Context: an optimization exercise on an open-source flow, tuned for a short achievable clock period and few clock cycles per item. The choices shown serve that exercise and are no tape-out recipe.
The RTL was checked by simulation tests, not by an equivalence proof against the original design.
Power and IR drop assume default switching activity.

==> inputs of lagoon <==
==> flow/design.v <==
`timescale 1ns / 1ps
package dtq_pkg;
  localparam int QUEUE_DEPTH  = 16;
  localparam int RESULT_LIMIT = 16;
  localparam int TIME_W       = 48;
  localparam int HANDLE_W     = 8;
  localparam int CNT_W        = $clog2(QUEUE_DEPTH + 1);
  localparam int REL_W        = $clog2(RESULT_LIMIT);
  localparam int FIFO_DEPTH   = 2;
  localparam int FIFO_PTR_W   = $clog2(FIFO_DEPTH);
  localparam int FIFO_CNT_W   = $clog2(FIFO_DEPTH + 1);
  typedef enum logic {
    OP_ADD  = 1'b0,
    OP_TICK = 1'b1
  } op_t;
  typedef enum logic {
    ST_RELEASED = 1'b0,
    ST_REJECTED = 1'b1
  } status_t;
  typedef struct packed {
    op_t                 op;
    logic [TIME_W-1:0]   key;
    logic [HANDLE_W-1:0] handle;
  } cmd_t;
  typedef struct packed {
    logic             releasing;
    logic [CNT_W-1:0] count;
  } back_status_t;
endpackage
`timescale 1ns / 1ps
import dtq_pkg::*;
module dtq_front (
  input  logic                clk,
  input  logic                rst,
  input  logic                item_valid,
  output logic                item_stall,
  input  logic                kind,
  input  logic [TIME_W-1:0]   deadline,
  input  logic [HANDLE_W-1:0] handle,
  input  logic [TIME_W-1:0]   current_time,
  output logic                cmd_valid,
  output dtq_pkg::cmd_t       cmd,
  input  logic                cmd_take
);
  logic                     hd_v;
  logic                     sp_v;
  logic [TIME_W+HANDLE_W:0] hd_q;
  logic [TIME_W+HANDLE_W:0] sp_q;
  dtq_pkg::cmd_t            cmd_in;
  logic                     push;
  logic                     pop;
  always_comb begin
    cmd_in.op     = dtq_pkg::op_t'(kind);
    cmd_in.key    = kind ? current_time : deadline;
    cmd_in.handle = handle;
  end
  assign item_stall = sp_v;
  assign push       = item_valid && !sp_v;
  assign pop        = cmd_take && hd_v;
  assign cmd_valid  = hd_v;
  assign cmd        = hd_q;
  always_ff @(posedge clk) begin
    if (rst) begin
      hd_v <= 1'b0;
      sp_v <= 1'b0;
    end else begin
      if (sp_v) begin
        if (pop) begin
          hd_v <= 1'b1;
          sp_v <= 1'b0;
        end
      end else if (!hd_v || pop) begin
        hd_v <= push;
      end else begin
        sp_v <= push;
      end
    end
  end
  always_ff @(posedge clk) begin
    if (sp_v) begin
      if (pop) hd_q <= sp_q;
    end else if (!hd_v || pop) begin
      if (push) hd_q <= cmd_in;
    end else begin
      if (push) sp_q <= cmd_in;
    end
  end
endmodule
`timescale 1ns / 1ps
import dtq_pkg::*;
module dtq_back (
  input  logic                clk,
  input  logic                rst,
  input  logic                cmd_valid,
  input  dtq_pkg::cmd_t       cmd,
  output logic                cmd_take,
  output logic                result_valid,
  input  logic                result_stall,
  output logic                status,
  output logic [HANDLE_W-1:0] out_handle,
  output logic [TIME_W-1:0]   out_deadline,
  output logic                last
);
  localparam int N = QUEUE_DEPTH;
  logic [N-1:0]        c_v;
  logic [N-1:0]        c_f;      
  logic [N-1:0]        c_l;      
  logic [TIME_W-1:0]   c_dl [N];
  logic [HANDLE_W-1:0] c_hd [N];
  logic                o_v;
  logic                k_v;
  logic [TIME_W+HANDLE_W+1:0] o_q;    
  logic [TIME_W+HANDLE_W+1:0] k_q;
  logic [N-1:0] gtc;     
  logic [N-1:0] g;       
  logic [N-1:0] e;       
  logic [N:0]   ins_at;  
  logic                h_v;
  logic                h_op;
  logic [TIME_W-1:0]   h_key;
  logic [HANDLE_W-1:0] h_hd;
  logic [N-1:0]        h_gt;    
  logic                h_take;
  logic [N-1:0]        r_gt;    
  logic                r_new;   
  logic [N:0]          a_x;
  logic is_add, is_tick, full, pop, do_ins, do_rej, do_tick;
  logic beat_v;
  logic [TIME_W+HANDLE_W+1:0] beat_q;
  logic [N:0]        a_v, a_f, a_l;
  logic [TIME_W-1:0]   a_dl [N+1];
  logic [HANDLE_W-1:0] a_hd [N+1];
  assign is_add  = h_v && (h_op == OP_ADD);
  assign is_tick = h_v && (h_op == OP_TICK);
  assign full    = c_v[N-1] && !c_f[0];
  assign pop     = c_f[0] && !k_v;
  assign do_rej  = is_add && full && !k_v;
  assign do_ins  = is_add && !full && (!c_v[N-1] || pop);
  assign do_tick = is_tick;
  assign h_take  = do_rej || do_ins || do_tick;
  assign cmd_take = !h_v || h_take;
  genvar gi;
  generate
    for (gi = 0; gi < N; gi++) begin : g_cmp
      assign gtc[gi] = h_gt[gi];
      assign r_gt[gi] = c_dl[gi] > cmd.key;
      assign g[gi]   = c_v[gi] && !c_f[gi] && gtc[gi];
      assign e[gi]   = c_v[gi] && !c_f[gi] && !gtc[gi];
    end
  endgenerate
  always_comb begin
    for (int j = 0; j <= N; j++) begin
      logic gp, gj, vp, vj;
      gp = (j == 0) ? 1'b0 : g[(j == 0) ? 0 : j-1];
      gj = (j == N) ? 1'b0 : g[(j == N) ? 0 : j];
      vp = (j == 0) ? 1'b1 : c_v[(j == 0) ? 0 : j-1];
      vj = (j == N) ? 1'b0 : c_v[(j == N) ? 0 : j];
      ins_at[j] = !gp && (gj || (!vj && vp));
    end
  end
  always_comb begin
    for (int j = 0; j <= N; j++) begin
      logic          cv, cf, cl, ce, ce1;
      logic [TIME_W-1:0]   cdl;
      logic [HANDLE_W-1:0] chd;
      cv  = (j == N) ? 1'b0 : c_v[(j == N) ? 0 : j];
      cf  = (j == N) ? 1'b0 : c_f[(j == N) ? 0 : j];
      cl  = (j == N) ? 1'b0 : c_l[(j == N) ? 0 : j];
      ce  = (j == N) ? 1'b0 : e[(j == N) ? 0 : j];
      ce1 = (j >= N-1) ? 1'b0 : e[(j >= N-1) ? 0 : j+1];
      cdl = (j == N) ? '0 : c_dl[(j == N) ? 0 : j];
      chd = (j == N) ? '0 : c_hd[(j == N) ? 0 : j];
      a_v[j]  = cv;
      a_f[j]  = cf;
      a_l[j]  = cl;
      a_dl[j] = cdl;
      a_hd[j] = chd;
      a_x[j]  = (j == N) ? 1'b0 : r_gt[(j == N) ? 0 : j];
      if (do_ins) begin
        if (j > 0 && g[(j == 0) ? 0 : j-1]) begin
          a_v[j]  = 1'b1;
          a_f[j]  = 1'b0;
          a_l[j]  = 1'b0;
          a_dl[j] = c_dl[(j == 0) ? 0 : j-1];
          a_x[j]  = r_gt[(j == 0) ? 0 : j-1];
          a_hd[j] = c_hd[(j == 0) ? 0 : j-1];
        end else if (ins_at[j]) begin
          a_v[j]  = 1'b1;
          a_f[j]  = 1'b0;
          a_l[j]  = 1'b0;
          a_dl[j] = h_key;
          a_hd[j] = h_hd;
          a_x[j]  = r_new;
        end
      end else if (do_tick) begin
        if (ce) begin
          a_f[j] = 1'b1;
          a_l[j] = !ce1;
        end
      end
    end
  end
  always_ff @(posedge clk) begin
    for (int i = 0; i < N; i++) begin
      if (pop) begin
        c_dl[i] <= a_dl[i+1];
        c_hd[i] <= a_hd[i+1];
      end else if (do_ins) begin
        c_dl[i] <= a_dl[i];
        c_hd[i] <= a_hd[i];
      end
    end
  end
  always_ff @(posedge clk) begin
    if (rst) begin
      c_v <= '0;
      c_f <= '0;
      c_l <= '0;
    end else if (pop) begin
      c_v <= a_v[N:1];
      c_f <= a_f[N:1];
      c_l <= a_l[N:1];
    end else begin
      c_v <= a_v[N-1:0];
      c_f <= a_f[N-1:0];
      c_l <= a_l[N-1:0];
    end
  end
  assign r_new = h_key > cmd.key;
  always_ff @(posedge clk) begin
    if (rst) begin
      h_v <= 1'b0;
    end else if (cmd_take) begin
      h_v <= cmd_valid;
    end
  end
  always_ff @(posedge clk) begin
    if (cmd_take && cmd_valid) begin
      h_op  <= cmd.op;
      h_key <= cmd.key;
      h_hd  <= cmd.handle;
      h_gt  <= pop ? a_x[N:1] : a_x[N-1:0];
    end
  end
  assign beat_v = pop || do_rej;
  assign beat_q = do_rej ? {ST_REJECTED, h_hd, h_key, 1'b1}
                         : {ST_RELEASED, c_hd[0], c_dl[0], c_l[0]};
  always_ff @(posedge clk) begin
    if (rst) begin
      o_v <= 1'b0;
      k_v <= 1'b0;
    end else if (k_v) begin
      if (!result_stall) begin
        o_v <= 1'b1;
        k_v <= 1'b0;
      end
    end else if (beat_v) begin
      if (!o_v || !result_stall) o_v <= 1'b1;
      else                       k_v <= 1'b1;
    end else if (!result_stall) begin
      o_v <= 1'b0;
    end
  end
  always_ff @(posedge clk) begin
    if (k_v) begin
      if (!result_stall) o_q <= k_q;
    end else if (beat_v) begin
      if (!o_v || !result_stall) o_q <= beat_q;
      else                       k_q <= beat_q;
    end
  end
  assign result_valid = o_v;
  assign {status, out_handle, out_deadline, last} = o_q;
endmodule
`timescale 1ns / 1ps
import dtq_pkg::*;
module deadline_timer_queue (
  input  logic                clk,
  input  logic                rst,
  input  logic                item_valid,
  output logic                item_stall,
  input  logic                kind,
  input  logic [TIME_W-1:0]   deadline,
  input  logic [HANDLE_W-1:0] handle,
  input  logic [TIME_W-1:0]   current_time,
  output logic                result_valid,
  input  logic                result_stall,
  output logic                status,
  output logic [HANDLE_W-1:0] out_handle,
  output logic [TIME_W-1:0]   out_deadline,
  output logic                last
);
  logic          cmd_valid;
  dtq_pkg::cmd_t cmd;
  logic          cmd_take;
  dtq_front u_front (
    .clk          (clk),
    .rst          (rst),
    .item_valid   (item_valid),
    .item_stall   (item_stall),
    .kind         (kind),
    .deadline     (deadline),
    .handle       (handle),
    .current_time (current_time),
    .cmd_valid    (cmd_valid),
    .cmd          (cmd),
    .cmd_take     (cmd_take)
  );
  dtq_back u_back (
    .clk          (clk),
    .rst          (rst),
    .cmd_valid    (cmd_valid),
    .cmd          (cmd),
    .cmd_take     (cmd_take),
    .result_valid (result_valid),
    .result_stall (result_stall),
    .status       (status),
    .out_handle   (out_handle),
    .out_deadline (out_deadline),
    .last         (last)
  );
endmodule
==> flow/run.sh <==
#!/bin/bash
# synth_recipe.tcl (not shown) runs the flow's synth.tcl, then flattens the netlist and writes it again
# the make line also repeats each setting of config.mk as NAME=value (left out here)
make -C /OpenROAD-flow-scripts/flow DESIGN_CONFIG=/design/flow/config.mk WORK_HOME=/design/flow/orfs CLKGATE_MAP_FILE= SYNTH_SCRIPT=/design/flow/synth_recipe.tcl finish
==> flow/config.mk <==
export PLATFORM = sky130hd
export DESIGN_NAME = deadline_timer_queue
export DESIGN_NICKNAME = deadline_timer_queue
export VERILOG_FILES = /design/flow/design.v
export SDC_FILE = /design/flow/constraint.sdc
export NUM_CORES = 4
export LEC_CHECK = 0
export ABC_CLOCK_PERIOD_IN_PS = 3000
export CAP_MARGIN = 20
export CORE_MARGIN = 2
export CORE_UTILIZATION = 40
export SETUP_SLACK_MARGIN = 4.0
export SLEW_MARGIN = 20
==> flow/constraint.sdc <==
create_clock -name core_clock -period 7.0 [get_ports {clk}]
set_input_delay 1.4000 -clock core_clock [delete_from_list [all_inputs] [get_ports {clk}]]
set_output_delay 1.4000 -clock core_clock [all_outputs]
set_load 0.01 [all_outputs]
==> sierra (differences from lagoon) <==
==> flow/design.v, changed modules only <==
module dtq_back (
  input  logic                clk,
  input  logic                rst,
  input  logic                cmd_valid,
  input  dtq_pkg::cmd_t       cmd,
  output logic                cmd_take,
  output logic                result_valid,
  input  logic                result_stall,
  output logic                status,
  output logic [HANDLE_W-1:0] out_handle,
  output logic [TIME_W-1:0]   out_deadline,
  output logic                last
);
  localparam int N = QUEUE_DEPTH;
  logic [N-1:0]        c_v;
  logic [N-1:0]        c_f;      
  logic [N-1:0]        c_l;      
  logic [TIME_W-1:0]   c_dl [N];
  logic [HANDLE_W-1:0] c_hd [N];
  logic                o_v;
  logic                k_v;
  logic [TIME_W+HANDLE_W+1:0] o_q;    
  logic [TIME_W+HANDLE_W+1:0] k_q;
  logic [N-1:0] gtc;     
  logic [N-1:0] g;       
  logic [N-1:0] e;       
  logic [N:0]   ins_at;  
  logic is_add, is_tick, full, pop, do_ins, do_rej, do_tick;
  logic beat_v;
  logic [TIME_W+HANDLE_W+1:0] beat_q;
  logic [N:0]        a_v, a_f, a_l;
  logic [TIME_W-1:0]   a_dl [N+1];
  logic [HANDLE_W-1:0] a_hd [N+1];
  assign is_add  = cmd_valid && (cmd.op == OP_ADD);
  assign is_tick = cmd_valid && (cmd.op == OP_TICK);
  assign full    = c_v[N-1] && !c_f[0];
  assign pop     = c_f[0] && !k_v;
  assign do_rej  = is_add && full && !k_v;
  assign do_ins  = is_add && !full && (!c_v[N-1] || pop);
  assign do_tick = is_tick;
  assign cmd_take = do_rej || do_ins || do_tick;
  genvar gi;
  generate
    for (gi = 0; gi < N; gi++) begin : g_cmp
      assign gtc[gi] = c_dl[gi] > cmd.key;
      assign g[gi]   = c_v[gi] && !c_f[gi] && gtc[gi];
      assign e[gi]   = c_v[gi] && !c_f[gi] && !gtc[gi];
    end
  endgenerate
  always_comb begin
    for (int j = 0; j <= N; j++) begin
      logic gp, gj, vp, vj;
      gp = (j == 0) ? 1'b0 : g[(j == 0) ? 0 : j-1];
      gj = (j == N) ? 1'b0 : g[(j == N) ? 0 : j];
      vp = (j == 0) ? 1'b1 : c_v[(j == 0) ? 0 : j-1];
      vj = (j == N) ? 1'b0 : c_v[(j == N) ? 0 : j];
      ins_at[j] = !gp && (gj || (!vj && vp));
    end
  end
  always_comb begin
    for (int j = 0; j <= N; j++) begin
      logic          cv, cf, cl, ce, ce1;
      logic [TIME_W-1:0]   cdl;
      logic [HANDLE_W-1:0] chd;
      cv  = (j == N) ? 1'b0 : c_v[(j == N) ? 0 : j];
      cf  = (j == N) ? 1'b0 : c_f[(j == N) ? 0 : j];
      cl  = (j == N) ? 1'b0 : c_l[(j == N) ? 0 : j];
      ce  = (j == N) ? 1'b0 : e[(j == N) ? 0 : j];
      ce1 = (j >= N-1) ? 1'b0 : e[(j >= N-1) ? 0 : j+1];
      cdl = (j == N) ? '0 : c_dl[(j == N) ? 0 : j];
      chd = (j == N) ? '0 : c_hd[(j == N) ? 0 : j];
      a_v[j]  = cv;
      a_f[j]  = cf;
      a_l[j]  = cl;
      a_dl[j] = cdl;
      a_hd[j] = chd;
      if (do_ins) begin
        if (j > 0 && g[(j == 0) ? 0 : j-1]) begin
          a_v[j]  = 1'b1;
          a_f[j]  = 1'b0;
          a_l[j]  = 1'b0;
          a_dl[j] = c_dl[(j == 0) ? 0 : j-1];
          a_hd[j] = c_hd[(j == 0) ? 0 : j-1];
        end else if (ins_at[j]) begin
          a_v[j]  = 1'b1;
          a_f[j]  = 1'b0;
          a_l[j]  = 1'b0;
          a_dl[j] = cmd.key;
          a_hd[j] = cmd.handle;
        end
      end else if (do_tick) begin
        if (ce) begin
          a_f[j] = 1'b1;
          a_l[j] = !ce1;
        end
      end
    end
  end
  always_ff @(posedge clk) begin
    for (int i = 0; i < N; i++) begin
      if (pop) begin
        c_dl[i] <= a_dl[i+1];
        c_hd[i] <= a_hd[i+1];
      end else if (do_ins) begin
        c_dl[i] <= a_dl[i];
        c_hd[i] <= a_hd[i];
      end
    end
  end
  always_ff @(posedge clk) begin
    if (rst) begin
      c_v <= '0;
      c_f <= '0;
      c_l <= '0;
    end else if (pop) begin
      c_v <= a_v[N:1];
      c_f <= a_f[N:1];
      c_l <= a_l[N:1];
    end else begin
      c_v <= a_v[N-1:0];
      c_f <= a_f[N-1:0];
      c_l <= a_l[N-1:0];
    end
  end
  assign beat_v = pop || do_rej;
  assign beat_q = do_rej ? {ST_REJECTED, cmd.handle, cmd.key, 1'b1}
                         : {ST_RELEASED, c_hd[0], c_dl[0], c_l[0]};
  always_ff @(posedge clk) begin
    if (rst) begin
      o_v <= 1'b0;
      k_v <= 1'b0;
    end else if (k_v) begin
      if (!result_stall) begin
        o_v <= 1'b1;
        k_v <= 1'b0;
      end
    end else if (beat_v) begin
      if (!o_v || !result_stall) o_v <= 1'b1;
      else                       k_v <= 1'b1;
    end else if (!result_stall) begin
      o_v <= 1'b0;
    end
  end
  always_ff @(posedge clk) begin
    if (k_v) begin
      if (!result_stall) o_q <= k_q;
    end else if (beat_v) begin
      if (!o_v || !result_stall) o_q <= beat_q;
      else                       k_q <= beat_q;
    end
  end
  assign result_valid = o_v;
  assign {status, out_handle, out_deadline, last} = o_q;
endmodule
--- a/flow/config.mk
+++ b/flow/config.mk
@@ -5,9 +5,7 @@
 export SDC_FILE = /design/flow/constraint.sdc
 export NUM_CORES = 4
 export LEC_CHECK = 0
-export ABC_CLOCK_PERIOD_IN_PS = 3000
 export CAP_MARGIN = 20
 export CORE_MARGIN = 2
 export CORE_UTILIZATION = 40
-export SETUP_SLACK_MARGIN = 4.0
 export SLEW_MARGIN = 20
==> qor summary <==
metric                                                                    sierra          lagoon
Count of clock-net buffers in the final layout                               182             195
Run status                                              timing/DRC/antenna clean  timing/DRC/antenna clean
Via count of the routed design                                             78800           73700
Final wirelength                                                  391000 microns  341000 microns
Relative area of clock buffers and inverters in the final design          0.0521          0.0500
Seq. pwr                                                                 8.17 mW         8.49 mW
Logic gate share of total power                                            0.127           0.126
Fmax                                                                     147 MHz         301 MHz
Number of tap instances                                                     2688            2788
Total iterations of the first detailed-routing run                             9               8
Multi-input combinational area share                                       0.475           0.467
Non-clock buffer contribution to total cell area                          0.0647          0.0624
Cell Count Post-Placement                                                  10600           10800
Layout overhead on the synthesized area                                    15.1%           17.2%
Number of buffers other than clock buffers in the final layout               678             598
Area taken by multi-input logic gates                                45200 sq um     45600 sq um
Maximum number of pins on one net before global-route repair                 154             213
Met3 track utilization from global routing                                0.0747          0.0694
Cell count along the critical path                                            14              12
Total placed instance area                                           90200 sq um     88000 sq um
Rows                                                                         166             167
Final clock period utilization by the worst path                           0.970           0.475
Post-Synthesis Net Count                                                    8773            9269
Worst IR drop on VDD                                                      278 uV          284 uV
Share of synthesized cell area in and, or, nand and nor gates              0.106           0.102
Final Non-Filler Cells                                                     10900           11400
Fraction of layout instances using a drive strength above 1                0.127           0.132
Testbench counts of lagoon, summed over its fixed seeds: cycles 19,319, items 19,216.
Testbench counts of sierra, summed over its fixed seeds: cycles 19,311, items 19,216.

[static timing again, ports no longer ideal]
In the flow no input, the clock included, has a driving cell. The finished layouts below were timed again as built, in two steps.
Step 1: set_driving_cell puts a clkbuf_16 on clk and a buf_2 on each other input, an assumption about the parent block.
Step 2 times the ports against the registers' clock, not the clock port: input delays grow and output delays shrink by t, the midpoint of the rising clock arrivals with the driver on.
Slacks: ideal / step 1 / step 2; pairs: ideal / step 1.
| run | t (ns) | setup WS [ns] | pins driven straight from the clock port |
|---|---|---|---|
| lagoon | 0.923 | 3.673 / 3.673 / 3.379 | 1 |
| sierra | 0.949 | 0.211 / 0.211 / 0.211 | 1 |
After both steps every run listed still meets setup and hold. For lagoon, which loses most, drivers alone change the setup slack by 0.000 ns; drivers and shift together by -0.294 ns.
